Context: an optimization exercise on an open-source flow, tuned for small area, a short achievable clock period and few clock cycles. The choices shown serve that exercise and are no tape-out recipe. At most, simulation tests tie the RTL to the original design; equivalence was not proved. Power is estimated from default activity; no workload was simulated.

==> run a: inputs <==
Design substring_position_search, start of the top module:
module substring_position_search #(
  parameter int MAX_PATTERN = sps_pkg::MAX_PATTERN_DEF,
  parameter int MAX_TEXT    = sps_pkg::MAX_TEXT_DEF
) (
  input  wire logic                          clk_i,
  input  wire logic                          rst_ni,
  input  wire logic                          cfg_we_i,
  input  wire logic [sps_pkg::CFG_IDX_W-1:0] cfg_idx_i,
  input  wire logic [sps_pkg::CFG_W-1:0]     cfg_data_i,
  input  wire logic                          text_valid_i,
  output logic                               text_ready_o,
  input  wire logic                          text_cmd_i,
  input  wire logic [sps_pkg::BYTE_W-1:0]    text_byte_i,
  output logic                               result_valid_o,
  input  wire logic                          result_ready_i,
  output logic                               result_found_o,
  output logic [sps_pkg::POS_W-1:0]          result_position_o,
  output logic [sps_pkg::STATUS_W-1:0]       result_status_o
);
clock: 6.0 ns
lec_check: 0
cap_margin: 20
core_margin: 2
core_utilization: 40
slew_margin: 20
run.sh (not shown) runs the stock make flow with config.mk's settings and CLKGATE_MAP_FILE= SYNTH_SCRIPT=/design/flow/synth_recipe.tcl, a recipe that flattens the netlist after the stock synthesis.
==> run b (differences from run a) <==
==> flow/design.v (replaced) <==
`default_nettype none
package sps_pkg;
  localparam int MAX_PATTERN_DEF = 16;
  localparam int MAX_TEXT_DEF    = 65536;
  localparam int POS_W     = 16;
  localparam int LEN_W     = 5;
  localparam int CFG_W     = 64;
  localparam int CFG_IDX_W = 3;
  localparam int STATUS_W  = 2;
  localparam int BYTE_W    = 8;
  localparam logic CMD_TEXT = 1'b0;
  localparam logic CMD_END  = 1'b1;
  typedef enum logic [CFG_IDX_W-1:0] {
    CFG_PATTERN_LOW    = 3'd0,
    CFG_PATTERN_HIGH   = 3'd1,
    CFG_PATTERN_LENGTH = 3'd2,
    CFG_SEARCH_BACK    = 3'd3,
    CFG_BOUND_POSITION = 3'd4
  } cfg_idx_e;
  typedef enum logic [STATUS_W-1:0] {
    STATUS_OK        = 2'd0,
    STATUS_BOUND_ERR = 2'd1,
    STATUS_TOO_LONG  = 2'd2
  } status_e;
endpackage
`default_nettype wire
`default_nettype none
module substring_position_search #(
  parameter int MAX_PATTERN = sps_pkg::MAX_PATTERN_DEF,
  parameter int MAX_TEXT    = sps_pkg::MAX_TEXT_DEF
) (
  input  wire logic                          clk_i,
  input  wire logic                          rst_ni,
  input  wire logic                          cfg_we_i,
  input  wire logic [sps_pkg::CFG_IDX_W-1:0] cfg_idx_i,
  input  wire logic [sps_pkg::CFG_W-1:0]     cfg_data_i,
  input  wire logic                          text_valid_i,
  output logic                               text_ready_o,
  input  wire logic                          text_cmd_i,
  input  wire logic [sps_pkg::BYTE_W-1:0]    text_byte_i,
  output logic                               result_valid_o,
  input  wire logic                          result_ready_i,
  output logic                               result_found_o,
  output logic [sps_pkg::POS_W-1:0]          result_position_o,
  output logic [sps_pkg::STATUS_W-1:0]       result_status_o
);
  localparam int CNT_W  = $clog2(MAX_TEXT + 1);
  localparam int POS_W  = sps_pkg::POS_W;
  localparam int LEN_W  = sps_pkg::LEN_W;
  localparam int BYTE_W = sps_pkg::BYTE_W;
  localparam int CMP_W  = (CNT_W > POS_W) ? CNT_W : POS_W;
  logic [sps_pkg::CFG_W-1:0] pat_low_q, pat_high_q;
  logic [LEN_W-1:0]          pat_len_q;
  logic                      backward_q;
  logic [POS_W-1:0]          bound_q;
  logic [BYTE_W-1:0] win_q [MAX_PATTERN];
  logic [CNT_W-1:0]  count_q;
  logic              match_valid_q;
  logic [POS_W-1:0]  match_start_q;
  logic              overflow_q;
  logic                         out_valid_q;
  logic                         found_q;
  logic [POS_W-1:0]             position_q;
  logic [sps_pkg::STATUS_W-1:0] status_q;
  logic                         in_xfer;
  logic                         byte_xfer;
  logic                         end_xfer;
  logic [2*sps_pkg::CFG_W-1:0]  pattern;
  logic [LEN_W-1:0]             len_eff;
  logic [BYTE_W-1:0]            win_new [MAX_PATTERN];
  logic [MAX_PATTERN:1]         hit_len;
  logic                         hit;
  logic                         at_limit;
  logic [CNT_W-1:0]             count_new;
  logic [CNT_W-1:0]             match_begin;
  logic                         take_match;
  logic                         res_found;
  logic [POS_W-1:0]             res_pos;
  sps_pkg::status_e             res_status;
  assign text_ready_o = !out_valid_q || result_ready_i;
  assign in_xfer      = text_valid_i && text_ready_o;
  assign byte_xfer    = in_xfer && (text_cmd_i == sps_pkg::CMD_TEXT);
  assign end_xfer     = in_xfer && (text_cmd_i == sps_pkg::CMD_END);
  assign pattern = {pat_high_q, pat_low_q};
  assign len_eff = (pat_len_q > LEN_W'(MAX_PATTERN)) ? LEN_W'(MAX_PATTERN) : pat_len_q;
  assign at_limit    = (count_q == CNT_W'(MAX_TEXT));
  assign count_new   = count_q + CNT_W'(1);
  assign match_begin = count_new - CNT_W'(len_eff);
  always_comb begin
    win_new[0] = text_byte_i;
    for (int k = 1; k < MAX_PATTERN; k++) begin
      win_new[k] = win_q[k-1];
    end
  end
  always_comb begin
    for (int l = 1; l <= MAX_PATTERN; l++) begin
      hit_len[l] = 1'b1;
      for (int j = 0; j < l; j++) begin
        if (pattern[BYTE_W*j +: BYTE_W] != win_new[l-1-j]) begin
          hit_len[l] = 1'b0;
        end
      end
    end
  end
  always_comb begin
    hit = 1'b0;
    for (int l = 1; l <= MAX_PATTERN; l++) begin
      if (len_eff == LEN_W'(l)) begin
        hit = hit_len[l];
      end
    end
    if (count_new < CNT_W'(len_eff)) begin
      hit = 1'b0;
    end
  end
  always_comb begin
    take_match = 1'b0;
    if (hit) begin
      if (backward_q) begin
        take_match = CMP_W'(count_q) <= CMP_W'(bound_q);
      end else begin
        take_match = !match_valid_q && (CMP_W'(match_begin) >= CMP_W'(bound_q));
      end
    end
  end
  always_comb begin
    res_found  = 1'b0;
    res_pos    = '0;
    res_status = sps_pkg::STATUS_OK;
    if (overflow_q) begin
      res_status = sps_pkg::STATUS_TOO_LONG;
    end else if (backward_q) begin
      if (count_q == '0) begin
        res_found = (len_eff == '0);
      end else if (CMP_W'(bound_q) >= CMP_W'(count_q)) begin
        res_status = sps_pkg::STATUS_BOUND_ERR;
      end else if (len_eff == '0) begin
        res_found = 1'b1;
        res_pos   = bound_q;
      end else if (match_valid_q) begin
        res_found = 1'b1;
        res_pos   = match_start_q;
      end
    end else begin
      if (len_eff == '0) begin
        res_found = 1'b1;
        res_pos   = bound_q;
      end else if (match_valid_q) begin
        res_found = 1'b1;
        res_pos   = match_start_q;
      end
    end
  end
  always_ff @(posedge clk_i or negedge rst_ni) begin
    if (!rst_ni) begin
      pat_low_q  <= '0;
      pat_high_q <= '0;
      pat_len_q  <= '0;
      backward_q <= 1'b0;
      bound_q    <= '0;
    end else if (cfg_we_i) begin
      case (cfg_idx_i)
        sps_pkg::CFG_PATTERN_LOW:    pat_low_q  <= cfg_data_i;
        sps_pkg::CFG_PATTERN_HIGH:   pat_high_q <= cfg_data_i;
        sps_pkg::CFG_PATTERN_LENGTH: pat_len_q  <= cfg_data_i[LEN_W-1:0];
        sps_pkg::CFG_SEARCH_BACK:    backward_q <= cfg_data_i[0];
        sps_pkg::CFG_BOUND_POSITION: bound_q    <= cfg_data_i[POS_W-1:0];
        default: ;
      endcase
    end
  end
  always_ff @(posedge clk_i or negedge rst_ni) begin
    if (!rst_ni) begin
      for (int k = 0; k < MAX_PATTERN; k++) begin
        win_q[k] <= '0;
      end
      count_q       <= '0;
      match_valid_q <= 1'b0;
      match_start_q <= '0;
      overflow_q    <= 1'b0;
    end else if (end_xfer) begin
      for (int k = 0; k < MAX_PATTERN; k++) begin
        win_q[k] <= '0;
      end
      count_q       <= '0;
      match_valid_q <= 1'b0;
      match_start_q <= '0;
      overflow_q    <= 1'b0;
    end else if (byte_xfer && !overflow_q) begin
      if (at_limit) begin
        overflow_q <= 1'b1;
      end else begin
        for (int k = 0; k < MAX_PATTERN; k++) begin
          win_q[k] <= win_new[k];
        end
        count_q <= count_new;
        if (take_match) begin
          match_valid_q <= 1'b1;
          match_start_q <= POS_W'(match_begin);
        end
      end
    end
  end
  always_ff @(posedge clk_i or negedge rst_ni) begin
    if (!rst_ni) begin
      out_valid_q <= 1'b0;
    end else if (end_xfer) begin
      out_valid_q <= 1'b1;
    end else if (result_ready_i) begin
      out_valid_q <= 1'b0;
    end
  end
  always_ff @(posedge clk_i) begin
    if (end_xfer) begin
      found_q    <= res_found;
      position_q <= res_pos;
      status_q   <= res_status;
    end
  end
  assign result_valid_o    = out_valid_q;
  assign result_found_o    = found_q;
  assign result_position_o = position_q;
  assign result_status_o   = status_q;
endmodule
`default_nettype wire
==> run c (differences from run a) <==
--- a/flow/design.v
+++ b/flow/design.v
@@ -53,123 +53,143 @@
   logic                      backward_q;
   logic [POS_W-1:0]          bound_q;
   logic [MAX_PATTERN-1:0] pm_q;         
   logic [CNT_W-1:0]       count_q;      
   logic                   overflow_q;
   logic                   byte_q;       
   logic                   end_q;        
+  logic                   ge_q;         
   logic                   cond_q;       
   logic                   e_empty_q, e_ovf_q, e_back_q, e_len0_q;
   logic                   match_valid_q;
   logic [POS_W-1:0]       match_start_q;
   logic                         out_valid_q;
   logic                         found_q;
   logic [POS_W-1:0]             position_q;
   logic [sps_pkg::STATUS_W-1:0] status_q;
   logic                         ready_q;
   logic                 in_xfer, byte_xfer, end_xfer, byte_adv;
   logic [2*sps_pkg::CFG_W-1:0] pattern;
   logic [LEN_W-1:0]     len_eff;
   logic                 len0;
   logic [MAX_PATTERN-1:0] eq;
-  logic [CNT_W-1:0]     thresh;
-  logic                 cond_new;
+  logic                 ge_now;
+  logic                 pat_low_set_q, pat_high_set_q;
+  logic                 byte_zero;
   logic                 hit, take, hold, load;
+  logic [LEN_W:0]       start_lo;
+  logic [POS_W-LEN_W-1:0] start_hi, start_hi_m1;
+  logic [POS_W-1:0]     start_pos;
   logic                 res_found;
   logic [POS_W-1:0]     res_pos;
   logic [sps_pkg::STATUS_W-1:0] res_status;
   assign in_xfer   = text_valid_i && ready_q;
   assign byte_xfer = in_xfer && (text_cmd_i == sps_pkg::CMD_TEXT);
   assign end_xfer  = in_xfer && (text_cmd_i == sps_pkg::CMD_END);
   assign byte_adv  = byte_xfer && !overflow_q && !count_q[CNT_W-1];
   assign pattern = {pat_high_q, pat_low_q};
   assign len_eff = (pat_len_q > LEN_W'(MAX_PATTERN)) ? LEN_W'(MAX_PATTERN) : pat_len_q;
   assign len0    = (pat_len_q == '0);
+  assign byte_zero = (text_byte_i == '0);
   always_comb begin
     for (int j = 0; j < MAX_PATTERN; j++) begin
-      eq[j] = (pattern[BYTE_W*j +: BYTE_W] == text_byte_i);
-    end
-  end
-  assign thresh   = CNT_W'(bound_q) + (backward_q ? CNT_W'(1) : CNT_W'(len_eff) - CNT_W'(1));
-  assign cond_new = (count_q < thresh);
+      if ((j < 8) ? pat_low_set_q : pat_high_set_q) begin
+        eq[j] = (pattern[BYTE_W*j +: BYTE_W] == text_byte_i);
+      end else begin
+        eq[j] = byte_zero;
+      end
+    end
+  end
+  assign ge_now = ge_q || (count_q == CNT_W'(bound_q));
   always_comb begin
     hit = 1'b0;
     for (int l = 1; l <= MAX_PATTERN; l++) begin
       if (len_eff == LEN_W'(l)) hit = pm_q[l-1];
     end
   end
-  assign take = byte_q && hit && (backward_q ? cond_q : (!cond_q && !match_valid_q));
+  assign start_lo    = {1'b0, count_q[LEN_W-1:0]} - {1'b0, len_eff};
+  assign start_hi    = count_q[POS_W-1:LEN_W];
+  assign start_hi_m1 = count_q[POS_W-1:LEN_W] - 1'b1;
+  assign start_pos   = {start_lo[LEN_W] ? start_hi_m1 : start_hi, start_lo[LEN_W-1:0]};
+  assign take = byte_q && hit && (backward_q ? !cond_q : !match_valid_q);
   assign hold = end_q && out_valid_q && !result_ready_i;
   assign load = end_q && !hold;
   always_comb begin
     res_found  = 1'b0;
     res_status = sps_pkg::STATUS_OK;
     if (e_ovf_q) begin
       res_status = sps_pkg::STATUS_TOO_LONG;
     end else if (e_back_q) begin
       if (e_empty_q) begin
         res_found = e_len0_q;
-      end else if (cond_q) begin
+      end else if (!cond_q) begin
         res_status = sps_pkg::STATUS_BOUND_ERR;
       end else begin
         res_found = e_len0_q || match_valid_q;
       end
     end else begin
       res_found = e_len0_q || match_valid_q;
     end
   end
   assign res_pos = (res_found && !(e_back_q && e_empty_q)) ? match_start_q : '0;
-  always_ff @(posedge clk_i or negedge rst_ni) begin
-    if (!rst_ni) begin
-      pat_low_q  <= '0;
-      pat_high_q <= '0;
-      pat_len_q  <= '0;
-      backward_q <= 1'b0;
-      bound_q    <= '0;
+  always_ff @(posedge clk_i) begin
+    if (cfg_we_i && cfg_idx_i == sps_pkg::CFG_PATTERN_LOW)  pat_low_q  <= cfg_data_i;
+    if (cfg_we_i && cfg_idx_i == sps_pkg::CFG_PATTERN_HIGH) pat_high_q <= cfg_data_i;
+  end
+  always_ff @(posedge clk_i or negedge rst_ni) begin
+    if (!rst_ni) begin
+      pat_low_set_q  <= 1'b0;
+      pat_high_set_q <= 1'b0;
+      pat_len_q      <= '0;
+      backward_q     <= 1'b0;
+      bound_q        <= '0;
     end else if (cfg_we_i) begin
       case (cfg_idx_i)
-        sps_pkg::CFG_PATTERN_LOW:    pat_low_q  <= cfg_data_i;
-        sps_pkg::CFG_PATTERN_HIGH:   pat_high_q <= cfg_data_i;
+        sps_pkg::CFG_PATTERN_LOW:    pat_low_set_q  <= 1'b1;
+        sps_pkg::CFG_PATTERN_HIGH:   pat_high_set_q <= 1'b1;
         sps_pkg::CFG_PATTERN_LENGTH: pat_len_q  <= cfg_data_i[LEN_W-1:0];
         sps_pkg::CFG_SEARCH_BACK:    backward_q <= cfg_data_i[0];
         sps_pkg::CFG_BOUND_POSITION: bound_q    <= cfg_data_i[POS_W-1:0];
         default: ;
       endcase
     end
   end
   always_ff @(posedge clk_i or negedge rst_ni) begin
     if (!rst_ni) begin
       pm_q       <= '0;
       count_q    <= '0;
       overflow_q <= 1'b0;
+      ge_q       <= 1'b0;
     end else if (end_xfer) begin
       pm_q       <= '0;
       count_q    <= '0;
       overflow_q <= 1'b0;
+      ge_q       <= 1'b0;
     end else if (byte_xfer && !overflow_q) begin
       if (count_q[CNT_W-1]) begin
         overflow_q <= 1'b1;
       end else begin
-        pm_q    <= {pm_q[MAX_PATTERN-2:0], 1'b1} & eq;
+        pm_q    <= {pm_q[MAX_PATTERN-2:0], backward_q || ge_now} & eq;
         count_q <= count_q + CNT_W'(1);
+        ge_q    <= ge_now;
       end
     end
   end
   always_ff @(posedge clk_i or negedge rst_ni) begin
     if (!rst_ni) begin
       byte_q <= 1'b0;
       end_q  <= 1'b0;
     end else begin
       byte_q <= byte_adv;
       end_q  <= end_xfer || hold;
     end
   end
   always_ff @(posedge clk_i) begin
     if (in_xfer) begin
-      cond_q <= cond_new;
+      cond_q <= ge_q;
     end
     if (end_xfer) begin
       e_empty_q <= (count_q == '0);
       e_ovf_q   <= overflow_q;
       e_back_q  <= backward_q;
       e_len0_q  <= len0;
     end
@@ -183,15 +203,15 @@
       match_valid_q <= 1'b1;
     end
   end
   always_ff @(posedge clk_i) begin
     if (end_xfer && len0) begin
       match_start_q <= bound_q;
     end else if (take) begin
-      match_start_q <= POS_W'(count_q - CNT_W'(len_eff));
+      match_start_q <= start_pos;
     end
   end
   always_ff @(posedge clk_i or negedge rst_ni) begin
     if (!rst_ni) begin
       out_valid_q <= 1'b0;
     end else begin
       out_valid_q <= load || (out_valid_q && !result_ready_i);
@@ -202,15 +222,15 @@
       found_q    <= res_found;
       position_q <= res_pos;
       status_q   <= res_status;
     end
   end
   always_ff @(posedge clk_i or negedge rst_ni) begin
     if (!rst_ni) begin
-      ready_q <= 1'b1;
+      ready_q <= 1'b0;
     end else begin
       ready_q <= !((end_xfer || hold) && (load || (out_valid_q && !result_ready_i)));
     end
   end
   assign text_ready_o      = ready_q;
   assign result_valid_o    = out_valid_q;
   assign result_found_o    = found_q;
==> flow/flow/run.sh (new file) <==
#!/bin/bash
set -e
export BUFFER_PORTS_ARGS="-buffer_cell sky130_fd_sc_hd__buf_1"
bash standard.sh > standard.log 2>&1
==> flow/standard.sh (new file) <==
#!/bin/bash
# synth_recipe.tcl (not shown) runs the flow's synth.tcl, then flattens the netlist and writes it again
# the make line also repeats each setting of config.mk as NAME=value (left out here)
make -C /OpenROAD-flow-scripts/flow DESIGN_CONFIG=/design/flow/config.mk WORK_HOME=/design/flow/orfs CLKGATE_MAP_FILE= SYNTH_SCRIPT=/design/flow/synth_recipe.tcl "${@:-finish}"
ABC_CLOCK_PERIOD_IN_PS = 2000   (was default)
CORE_UTILIZATION = 65   (was 40)
CTS_CLUSTER_DIAMETER = 100   (was default)
CTS_CLUSTER_SIZE = 20   (was default)
PLACE_DENSITY = 0.75   (was default)
SETUP_SLACK_MARGIN = 3.8   (was default)
removed: flow/run.sh
==> qor summary <==
| quantity | run c | run a | run b |
|---|---|---|---|
| Combined area of the multi-input logic cells | 3752 sq um | 5934 sq um | 17280 sq um |
| Hold path startpoint | end_q | end_q | win_q[11][3] |
| DP HPWL | 14.42 mm | 19.65 mm | 128.4 mm |
| Hold Path Stages | 1 | 2 | 1 |
| Minimum clock period | 2.195 ns | 4.734 ns | 5.289 ns |
| Outcome | complete, no violations | complete, no violations | complete, no violations |
| Final standard cell utilization of the core | 77.48% | 47.48% | 46.09% |
| Terminating pin of the worst hold path | match_valid_q | out_valid_q | win_q[11][3] |
| Seq Cell Count | 232 | 229 | 325 |
| Worst Clk Skew | 0.01672 ns | 0.01584 ns | 0.04074 ns |
| Commonest non-fill, non-tap cell in the layout | edfxtp_1 | dfrtp_1 | xor2_1 |
| Fraction of power consumed by combinational cells | 17.5% | 24.9% | 42.8% |
| Crit path launch type | input port | flip-flop | flip-flop |
| M1 wire length | 10.02 mm | 13.28 mm | 68.85 mm |
| Cell count after placement | 1046 | 1520 | 3773 |
| Hold slack | 0.4760 ns | 0.5000 ns | 0.5126 ns |
| Per-cell routed wire length | 20.08 um | 18.00 um | 46.19 um |
| Setup slack on the worst flop-to-flop path | 3.84 ns | 1.27 ns | 0.71 ns |
| Crit path launch | text_byte_i[5] | pat_len_q[2] | win_q[8][7] |
| R2r startpoint | pat_len_q[3] | pat_len_q[2] | win_q[8][7] |
Testbench counts of run c, summed over its fixed seeds: cycles 176,128.
The RTL of run a and run b was laid out without a check of its function.

[what the ideal ports hide]
The flow's constraints put no driver on any port. The routed layouts listed below were extracted and timed again, unchanged, in two steps.
Step 1 assumes that a clkbuf_16 drives the clock port and a buf_2 every other input.
Step 2 also shifts input and output timing later by t, the mid clock arrival at the registers, as if the neighbouring blocks saw the same clock.
a / b / c = ideal ports / drivers / drivers and shift; a / b = the first two.
| run | t, ns | setup WS [ns] | clock arrival spread, ns | cell pins on the clock port's net |
|---|---|---|---|---|
| run a | 0.585 | 1.266 / 1.266 / 1.266 | 0.019 / 0.019 | 1 |
| run b | 0.651 | 0.711 / 0.711 / 0.280 | 0.042 / 0.042 | 1 |
| run c | 0.518 | 3.805 / 3.770 / 3.293 | 0.022 / 0.021 | 1 |
After both steps every run listed still meets setup and hold. The setup slack of run c, which loses most, moves by -0.035 ns with the drivers and by -0.512 ns with both steps.
